Background: an optimization exercise with open tools, aiming at small area and a short achievable clock period. Do not read the settings as production practice.
Where RTL was checked, it was by simulation tests only, not by an equivalence proof against the original.
Power and IR drop assume default switching activity.

==> module mask_alu_top, before the edit <==
module mask_alu_top (
  input  logic          clk,
  input  logic          reset,
  input  logic          uop_valid,
  input  logic [2:0]    funct3,
  input  logic [5:0]    funct6,
  input  logic [4:0]    vs1_op,
  input  logic          vm,
  input  logic [7:0]    vl,
  input  logic [6:0]    vstart,
  input  logic [3:0]    tag,
  input  logic [127:0]  vs1_data,
  input  logic          vs1_valid,
  input  logic [127:0]  vs2_data,
  input  logic          vs2_valid,
  input  logic [127:0]  v0_data,
  input  logic          v0_valid,
  input  logic [127:0]  vd_data,
  input  logic          vd_valid,
  output logic          result_valid,
  output logic [3:0]    result_tag,
  output logic [127:0]  result_data
);
  logic f3_ok, is_logic, is_unary, is_first, accept;
  assign f3_ok    = (funct3 == 3'b010);
  assign is_logic = f3_ok & (funct6[5:3] == 3'b011);
  assign is_unary = f3_ok & (funct6 == 6'b010100) & (vs1_op[4:2] == 3'b000) & (vs1_op[1:0] != 2'b00);
  assign is_first = f3_ok & (funct6 == 6'b010000) & (vs1_op == 5'b10001);
  assign accept   = uop_valid & (
      (is_logic & vs1_valid & vs2_valid & vd_valid & vm) |
      (is_unary & ~vs1_valid & vs2_valid & (vm | (vd_valid & v0_valid))) |
      (is_first & ~vs1_valid & vs2_valid & (vm | v0_valid)));
  logic sel_l, sel_u, sel_f;
  assign sel_l = funct6[3];
  assign sel_u = ~funct6[3] & funct6[2];
  assign sel_f = ~funct6[3] & ~funct6[2];
  logic [3:0] tt;
  always_comb begin
    case (funct6[2:0])
      3'b000:  tt = 4'b0100;  
      3'b001:  tt = 4'b1000;  
      3'b010:  tt = 4'b1110;  
      3'b011:  tt = 4'b0110;  
      3'b100:  tt = 4'b1101;  
      3'b101:  tt = 4'b0111;  
      3'b110:  tt = 4'b0001;  
      default: tt = 4'b1001;  
    endcase
  end
  logic [127:0] s;
  assign s = vs2_data & ({128{vm}} | v0_data);
  logic [31:0] g1;
  logic [7:0]  g2;
  logic [7:0]  sp;
  logic [31:0] gp;
  logic [127:0] p;
  always_comb begin
    for (int m = 0; m < 32; m++) g1[m] = |s[4*m +: 4];
    for (int n = 0; n < 8; n++)  g2[n] = |g1[4*n +: 4];
    for (int n = 0; n < 8; n++) begin
      sp[n] = 1'b0;
      for (int j = 0; j < n; j++) sp[n] = sp[n] | g2[j];
    end
    for (int m = 0; m < 32; m++) begin
      gp[m] = sp[m/4];
      for (int j = 4*(m/4); j < m; j++) gp[m] = gp[m] | g1[j];
    end
    for (int k = 0; k < 128; k++) begin
      p[k] = gp[k/4];
      for (int j = 4*(k/4); j < k; j++) p[k] = p[k] | s[j];
    end
  end
  logic [31:0] gfirst;
  logic [6:0]  idx;
  always_comb begin
    gfirst = g1 & ~gp;
    idx = '0;
    for (int m = 0; m < 32; m++) begin
      idx[6:2] = idx[6:2] | ({5{gfirst[m]}} & 5'(m));
      idx[1]   = idx[1] | (gfirst[m] & ~s[4*m] & ~s[4*m+1]);
      idx[0]   = idx[0] | (gfirst[m] & ~s[4*m] & (s[4*m+1] | ~s[4*m+2]));
    end
  end
  logic [7:0]   thr_in;
  logic [127:0] thr;
  logic [15:0]  hi_gt, hi_eq, lo_gt;
  assign thr_in = sel_l ? {1'b0, vstart} : vl;
  always_comb begin
    for (int h = 0; h < 16; h++) begin
      hi_gt[h] = (thr_in[7:4] > 4'(h));
      hi_eq[h] = (thr_in[7:4] == 4'(h));
      lo_gt[h] = (thr_in[3:0] > 4'(h));
    end
    for (int k = 0; k < 128; k++)
      thr[k] = hi_gt[k/16] | (hi_eq[k/16] & lo_gt[k%16]);
  end
  logic [7:0] blk_any, blk_part;
  logic found;
  always_comb begin
    for (int h = 0; h < 8; h++) begin
      blk_any[h]  = |s[16*h +: 16];
      blk_part[h] = |(s[16*h +: 16] & lo_gt);
    end
    found = |((hi_gt[7:0] & blk_any) | (hi_eq[7:0] & blk_part)) | (thr_in[7] & |blk_any);
  end
  logic       gu;
  logic [3:0] gt;
  assign gu = sel_u & ~vm;
  always_comb begin
    if (sel_l)      gt = tt;
    else if (sel_u) gt = {1'b0, vs1_op[1], 1'b0, vs1_op[0]};   
    else            gt = {4{~found}};
  end
  logic [127:0] merged;
  always_comb begin
    for (int k = 0; k < 128; k++) begin
      logic x, y;
      logic [3:0] g;
      x = (sel_l & thr[k]) | (gu & ~v0_data[k]);
      y = sel_l ? vs1_data[k] : p[k];
      g = gt;
      if (k < 7 && sel_f) g = {4{idx[k] | ~found}};
      merged[k] = x ? vd_data[k] : g[{vs2_data[k], y}];
    end
  end
  always_ff @(posedge clk) begin
    if (reset) result_valid <= 1'b0;
    else       result_valid <= accept;
  end
  always_ff @(posedge clk) begin
    result_tag  <= tag;
    result_data <= merged;
  end
endmodule
clock: 8.0 ns
lec_check: 0
abc_clock_period_in_ps: 3000
cap_margin: 20
core_area: 5 5 235 235
die_area: 0 0 240 240
setup_slack_margin: 4.8
slew_margin: 20
standard.sh (not shown) runs the stock make flow with config.mk's settings and CLKGATE_MAP_FILE= SYNTH_SCRIPT=/design/flow/synth_recipe.tcl, a recipe that flattens the netlist after the stock synthesis.
==> flow/flow/run.sh <==
#!/bin/bash
# Standard ORFS layout, with plain buf_1 cells as the port buffers.
set -euo pipefail
export BUFFER_PORTS_ARGS="-buffer_cell sky130_fd_sc_hd__buf_1"
bash standard.sh > standard_flow.log 2>&1
Next try:
--- a/flow/design.v
+++ b/flow/design.v
@@ -132,19 +132,12 @@
       lo_gt[h] = (thr_in[3:0] > 4'(h));
     end
     for (int k = 0; k < 128; k++)
       thr[k] = hi_gt[k/16] | (hi_eq[k/16] & lo_gt[k%16]);
   end
-  logic [7:0] blk_any, blk_part;
   logic found;
-  always_comb begin
-    for (int h = 0; h < 8; h++) begin
-      blk_any[h]  = |s[16*h +: 16];
-      blk_part[h] = |(s[16*h +: 16] & lo_gt);
-    end
-    found = |((hi_gt[7:0] & blk_any) | (hi_eq[7:0] & blk_part)) | (thr_in[7] & |blk_any);
-  end
+  assign found = |(s & thr);
   logic       gu;
   logic [3:0] gt;
   assign gu = sel_u & ~vm;
   always_comb begin
     if (sel_l)      gt = tt;
The changed run completed with no timing, DRC or antenna violations.
Worst hold slack gains 0.0072 ns.
Setup slack loses 0.032 ns.
Via count rose by roughly a tenth.
Combinational power rose by roughly a tenth.
Clock power fell by a little under a tenth.
Total power rose by a few percent.
Count of clock-buffer cells in the layout fell by 2.
Cell count rose by a few percent.
Design area rose by roughly a tenth.
For the second run of this note, only the layout was checked, not whether the RTL still works.


mask_alu_top again, from the RTL that the note above started with.
clock: 8.0 ns
lec_check: 0
abc_area: 1
cap_margin: 20
core_area: 5 5 235 235
die_area: 0 0 240 240
setup_slack_margin: 5
slew_margin: 20
==> flow/flow/run.sh <==
#!/bin/bash
# Standard ORFS layout (the standard.sh), with plain buf_1 cells as the port
# buffers and cell resizing not restricted to the same footprint.
set -euo pipefail
export BUFFER_PORTS_ARGS="-buffer_cell sky130_fd_sc_hd__buf_1"
sed 's/CLKGATE_MAP_FILE= /CLKGATE_MAP_FILE= MATCH_CELL_FOOTPRINT=0 /' standard.sh > standard_mod.sh
grep -q 'MATCH_CELL_FOOTPRINT=0' standard_mod.sh
bash standard_mod.sh > standard_flow.log 2>&1
Rerun with:
--- a/flow/design.v
+++ b/flow/design.v
@@ -119,31 +119,36 @@
       idx[6:2] = idx[6:2] | ({5{gfirst[m]}} & 5'(m));
       idx[1]   = idx[1] | (gfirst[m] & ~s[4*m] & ~s[4*m+1]);
       idx[0]   = idx[0] | (gfirst[m] & ~s[4*m] & (s[4*m+1] | ~s[4*m+2]));
     end
   end
-  logic [7:0]   thr_in;
   logic [127:0] thr;
-  logic [15:0]  hi_gt, hi_eq, lo_gt;
-  assign thr_in = sel_l ? {1'b0, vstart} : vl;
-  always_comb begin
-    for (int h = 0; h < 16; h++) begin
-      hi_gt[h] = (thr_in[7:4] > 4'(h));
-      hi_eq[h] = (thr_in[7:4] == 4'(h));
-      lo_gt[h] = (thr_in[3:0] > 4'(h));
-    end
-    for (int k = 0; k < 128; k++)
-      thr[k] = hi_gt[k/16] | (hi_eq[k/16] & lo_gt[k%16]);
-  end
-  logic [7:0] blk_any, blk_part;
-  logic found;
+  logic [7:0]   st_gt, st_eq;
+  logic [15:0]  st_lo;
   always_comb begin
     for (int h = 0; h < 8; h++) begin
+      st_gt[h] = (vstart[6:4] > 3'(h));
+      st_eq[h] = (vstart[6:4] == 3'(h));
+    end
+    for (int l = 0; l < 16; l++) st_lo[l] = (vstart[3:0] > 4'(l));
+    for (int k = 0; k < 128; k++)
+      thr[k] = st_gt[k/16] | (st_eq[k/16] & st_lo[k%16]);
+  end
+  logic [7:0]  vl_gt, vl_eq, blk_any, blk_part;
+  logic [15:0] vl_lo;
+  logic        found;
+  always_comb begin
+    for (int h = 0; h < 8; h++) begin
+      vl_gt[h] = vl[7] | (vl[6:4] > 3'(h));
+      vl_eq[h] = ~vl[7] & (vl[6:4] == 3'(h));
+    end
+    for (int l = 0; l < 16; l++) vl_lo[l] = (vl[3:0] > 4'(l));
+    for (int h = 0; h < 8; h++) begin
       blk_any[h]  = |s[16*h +: 16];
-      blk_part[h] = |(s[16*h +: 16] & lo_gt);
+      blk_part[h] = |(s[16*h +: 16] & vl_lo);
     end
-    found = |((hi_gt[7:0] & blk_any) | (hi_eq[7:0] & blk_part)) | (thr_in[7] & |blk_any);
+    found = |((vl_gt & blk_any) | (vl_eq & blk_part));
   end
   logic       gu;
   logic [3:0] gt;
   assign gu = sel_u & ~vm;
   always_comb begin
Global-route usage grows by 1.3 points.
Wire length grows by 3.7%.
Critical path depth shrinks by 4.
Hold slack gets worse by 0.0057 ns.
Power grows by 3.6%.
Via count grows by 2.8%.
Synthesized cell count grows by 2.9%.
Cell area grows by 3.6%.
Sequential power barely changes.
Setup slack gets better by 0.32 ns.
Die area stays the same.
The RTL of the second run of this note was laid out without a check of its function.


mask_alu_top, a different RTL version from the one above (not shown whole).
For scale: ~3100 cells after synthesis, ~130 flip-flops.
==> module mask_alu_top, before the edit <==
module mask_alu_top (
  input  logic          clk,
  input  logic          reset,
  input  logic          uop_valid,
  input  logic [2:0]    funct3,
  input  logic [5:0]    funct6,
  input  logic [4:0]    vs1_op,
  input  logic          vm,
  input  logic [7:0]    vl,
  input  logic [6:0]    vstart,
  input  logic [3:0]    tag,
  input  logic [127:0]  vs1_data,
  input  logic          vs1_valid,
  input  logic [127:0]  vs2_data,
  input  logic          vs2_valid,
  input  logic [127:0]  v0_data,
  input  logic          v0_valid,
  input  logic [127:0]  vd_data,
  input  logic          vd_valid,
  output logic          result_valid,
  output logic [3:0]    result_tag,
  output logic [127:0]  result_data
);
  logic f3_ok, is_logic, is_unary, is_first, accept;
  assign f3_ok    = (funct3 == 3'b010);
  assign is_logic = f3_ok & (funct6[5:3] == 3'b011);
  assign is_unary = f3_ok & (funct6 == 6'b010100) & (vs1_op[4:2] == 3'b000) & (vs1_op[1:0] != 2'b00);
  assign is_first = f3_ok & (funct6 == 6'b010000) & (vs1_op == 5'b10001);
  assign accept   = uop_valid & (
      (is_logic & vs1_valid & vs2_valid & vd_valid & vm) |
      (is_unary & ~vs1_valid & vs2_valid & (vm | (vd_valid & v0_valid))) |
      (is_first & ~vs1_valid & vs2_valid & (vm | v0_valid)));
  logic sel_l, sel_u, sel_f;
  assign sel_l = funct6[3];
  assign sel_u = ~funct6[3] & funct6[2];
  assign sel_f = ~funct6[3] & ~funct6[2];
  logic [3:0] tt;
  always_comb begin
    case (funct6[2:0])
      3'b000:  tt = 4'b0100;  
      3'b001:  tt = 4'b1000;  
      3'b010:  tt = 4'b1110;  
      3'b011:  tt = 4'b0110;  
      3'b100:  tt = 4'b1101;  
      3'b101:  tt = 4'b0111;  
      3'b110:  tt = 4'b0001;  
      default: tt = 4'b1001;  
    endcase
  end
  logic [127:0] s;
  assign s = vs2_data & ({128{vm}} | v0_data);
  logic [127:0] lvl [0:7];
  logic [31:0]  g1, gp;
  logic [127:0] p;
  assign lvl[0] = s;
  genvar g, i;
  generate
    for (g = 0; g < 7; g++) begin : g_pref
      for (i = 0; i < 128; i++) begin : g_bit
        if ((i >> g) & 1)
          assign lvl[g+1][i] = lvl[g][i] | lvl[g][((i >> g) << g) - 1];
        else
          assign lvl[g+1][i] = lvl[g][i];
      end
    end
    for (g = 0; g < 32; g++) begin : g_grp
      assign g1[g] = lvl[2][4*g+3];
      assign gp[g] = p[4*g];
    end
  endgenerate
  assign p = {lvl[7][126:0], 1'b0};
  logic [6:0] idx;
  always_comb begin
    logic       an [0:7][0:127];
    logic [6:0] ix [0:7][0:127];
    for (int k = 0; k < 128; k++) begin
      an[0][k] = s[k];
      ix[0][k] = '0;
    end
    for (int l = 1; l <= 7; l++) begin
      for (int n = 0; n < (128 >> l); n++) begin
        an[l][n] = an[l-1][2*n] | an[l-1][2*n+1];
        ix[l][n] = an[l-1][2*n] ? ix[l-1][2*n] : (ix[l-1][2*n+1] | 7'(1 << (l-1)));
      end
    end
    idx = ix[7][0];
  end
  logic [127:0] thr;
  logic [7:0]   st_gt, st_eq;
  logic [15:0]  st_lo;
  always_comb begin
    for (int h = 0; h < 8; h++) begin
      st_gt[h] = (vstart[6:4] > 3'(h));
      st_eq[h] = (vstart[6:4] == 3'(h));
    end
    for (int l = 0; l < 16; l++) st_lo[l] = (vstart[3:0] > 4'(l));
    for (int k = 0; k < 128; k++)
      thr[k] = st_gt[k/16] | (st_eq[k/16] & st_lo[k%16]);
  end
  logic [7:0]  vl_gt, vl_eq, blk_any, blk_part;
  logic [15:0] vl_lo;
  logic        found;
  always_comb begin
    for (int h = 0; h < 8; h++) begin
      vl_gt[h] = vl[7] | (vl[6:4] > 3'(h));
      vl_eq[h] = ~vl[7] & (vl[6:4] == 3'(h));
    end
    for (int l = 0; l < 16; l++) vl_lo[l] = (vl[3:0] > 4'(l));
    for (int h = 0; h < 8; h++) begin
      blk_any[h]  = |s[16*h +: 16];
      blk_part[h] = |(s[16*h +: 16] & vl_lo);
    end
    found = |((vl_gt & blk_any) | (vl_eq & blk_part));
  end
  logic       gu;
  logic [3:0] gt;
  assign gu = sel_u & ~vm;
  always_comb begin
    if (sel_l)      gt = tt;
    else if (sel_u) gt = {1'b0, vs1_op[1], 1'b0, vs1_op[0]};   
    else            gt = 4'b0000;
  end
  logic [127:0] merged;
  logic [127:0] fres;
  assign fres = {{121{~found}}, idx | {7{~found}}};
  always_comb begin
    for (int k = 0; k < 128; k++) begin
      logic x, y, z, rr;
      x  = (sel_l & thr[k]) | (gu & ~v0_data[k]);
      y  = sel_l & vs1_data[k];
      z  = sel_u & (vm | v0_data[k]);
      rr = (x ? vd_data[k] : gt[{vs2_data[k], y}]) & ~(p[k] & z);
      merged[k] = sel_f ? fres[k] : rr;
    end
  end
  always_ff @(posedge clk) begin
    if (reset) result_valid <= 1'b0;
    else       result_valid <= accept;
  end
  always_ff @(posedge clk) begin
    result_tag  <= tag;
    result_data <= merged;
  end
endmodule
==> flow/config.mk <==
export PLATFORM = sky130hd
export DESIGN_NAME = mask_alu_top
export DESIGN_NICKNAME = mask_alu_top
export VERILOG_FILES = /design/flow/design.v
export SDC_FILE = /design/flow/constraint.sdc
export NUM_CORES = 4
export LEC_CHECK = 0
export ABC_AREA = 1
export CAP_MARGIN = 20
export CORE_AREA = 5 5 235 235
export DIE_AREA = 0 0 240 240
export SETUP_SLACK_MARGIN = 4.5
export SLEW_MARGIN = 20
==> flow/constraint.sdc <==
create_clock -name core_clock -period 8.0 [get_ports {clk}]
set_input_delay 1.6000 -clock core_clock [delete_from_list [all_inputs] [get_ports {clk}]]
set_output_delay 1.6000 -clock core_clock [all_outputs]
set_load 0.01 [all_outputs]
Scripts as last shown in full above: flow/flow/run.sh
Edit:
--- a/flow/design.v
+++ b/flow/design.v
@@ -110,19 +110,14 @@
   endgenerate
   assign p = {lvl[7][126:0], 1'b0};
-  logic [6:0] idx;
+  logic [31:0] gfirst;
+  logic [6:0]  idx;
   always_comb begin
-    logic       an [0:7][0:127];
-    logic [6:0] ix [0:7][0:127];
-    for (int k = 0; k < 128; k++) begin
-      an[0][k] = s[k];
-      ix[0][k] = '0;
+    gfirst = g1 & ~gp;
+    idx = '0;
+    for (int m = 0; m < 32; m++) begin
+      idx[6:2] = idx[6:2] | ({5{gfirst[m]}} & 5'(m));
+      idx[1]   = idx[1] | (gfirst[m] & ~s[4*m] & ~s[4*m+1]);
+      idx[0]   = idx[0] | (gfirst[m] & ~s[4*m] & (s[4*m+1] | ~s[4*m+2]));
     end
-    for (int l = 1; l <= 7; l++) begin
-      for (int n = 0; n < (128 >> l); n++) begin
-        an[l][n] = an[l-1][2*n] | an[l-1][2*n+1];
-        ix[l][n] = an[l-1][2*n] ? ix[l-1][2*n] : (ix[l-1][2*n+1] | 7'(1 << (l-1)));
-      end
-    end
-    idx = ix[7][0];
   end
   logic [127:0] thr;
Effect: The changed run ran to the end with no violations. Die area stays the same. Hold slack is better by 7.4 ps. Via count went up by 8.2%. Routed wire length went up by 18%. Non-clock buffer count went up by 78. Count of clock-buffer cells in the layout went up by 3. Power went up by 3.6%. Cell area went up by 10%. Final cell count went up by 2.9%. Critical path depth went up by 7.

port drivers added, routing unchanged:
The flow's constraints put no driver on any port. The routed layouts listed below were extracted and timed again, unchanged, in two steps. Step 1: set_driving_cell puts a clkbuf_16 on clk and a buf_2 on each other input, an assumption about the parent block. Step 2 adds t to the input delays and takes it off the output delays; t is the mean of the earliest and latest rising clock arrival at the registers after step 1. Input paths then give back, and output paths get back, about the clock's delay inside the block. Three values: ideal ports, drivers, drivers and shift; two values: the first two.
run	shift t [ns]	setup slack, ns	worst setup path at the end	cell pins on the clock port's net
the first run of note 1	0.573	3.740 / 3.504 / 2.930	input to register	1
the second run of note 1	0.565	3.708 / 3.475 / 2.911	input to register	1
the first run of note 2	0.560	3.719 / 3.635 / 3.075	input to register	1
the second run of note 2	0.569	4.043 / 3.782 / 3.212	input to register	1
the first run of note 3	0.571	4.476 / 4.383 / 3.812	input to register	1
the second run of note 3	0.581	4.351 / 4.089 / 3.508	input to register	1
After both steps setup and hold are still met in every run listed. For the second run of note 3, which loses most, drivers alone change the setup slack by -0.262 ns; drivers and shift together by -0.843 ns.
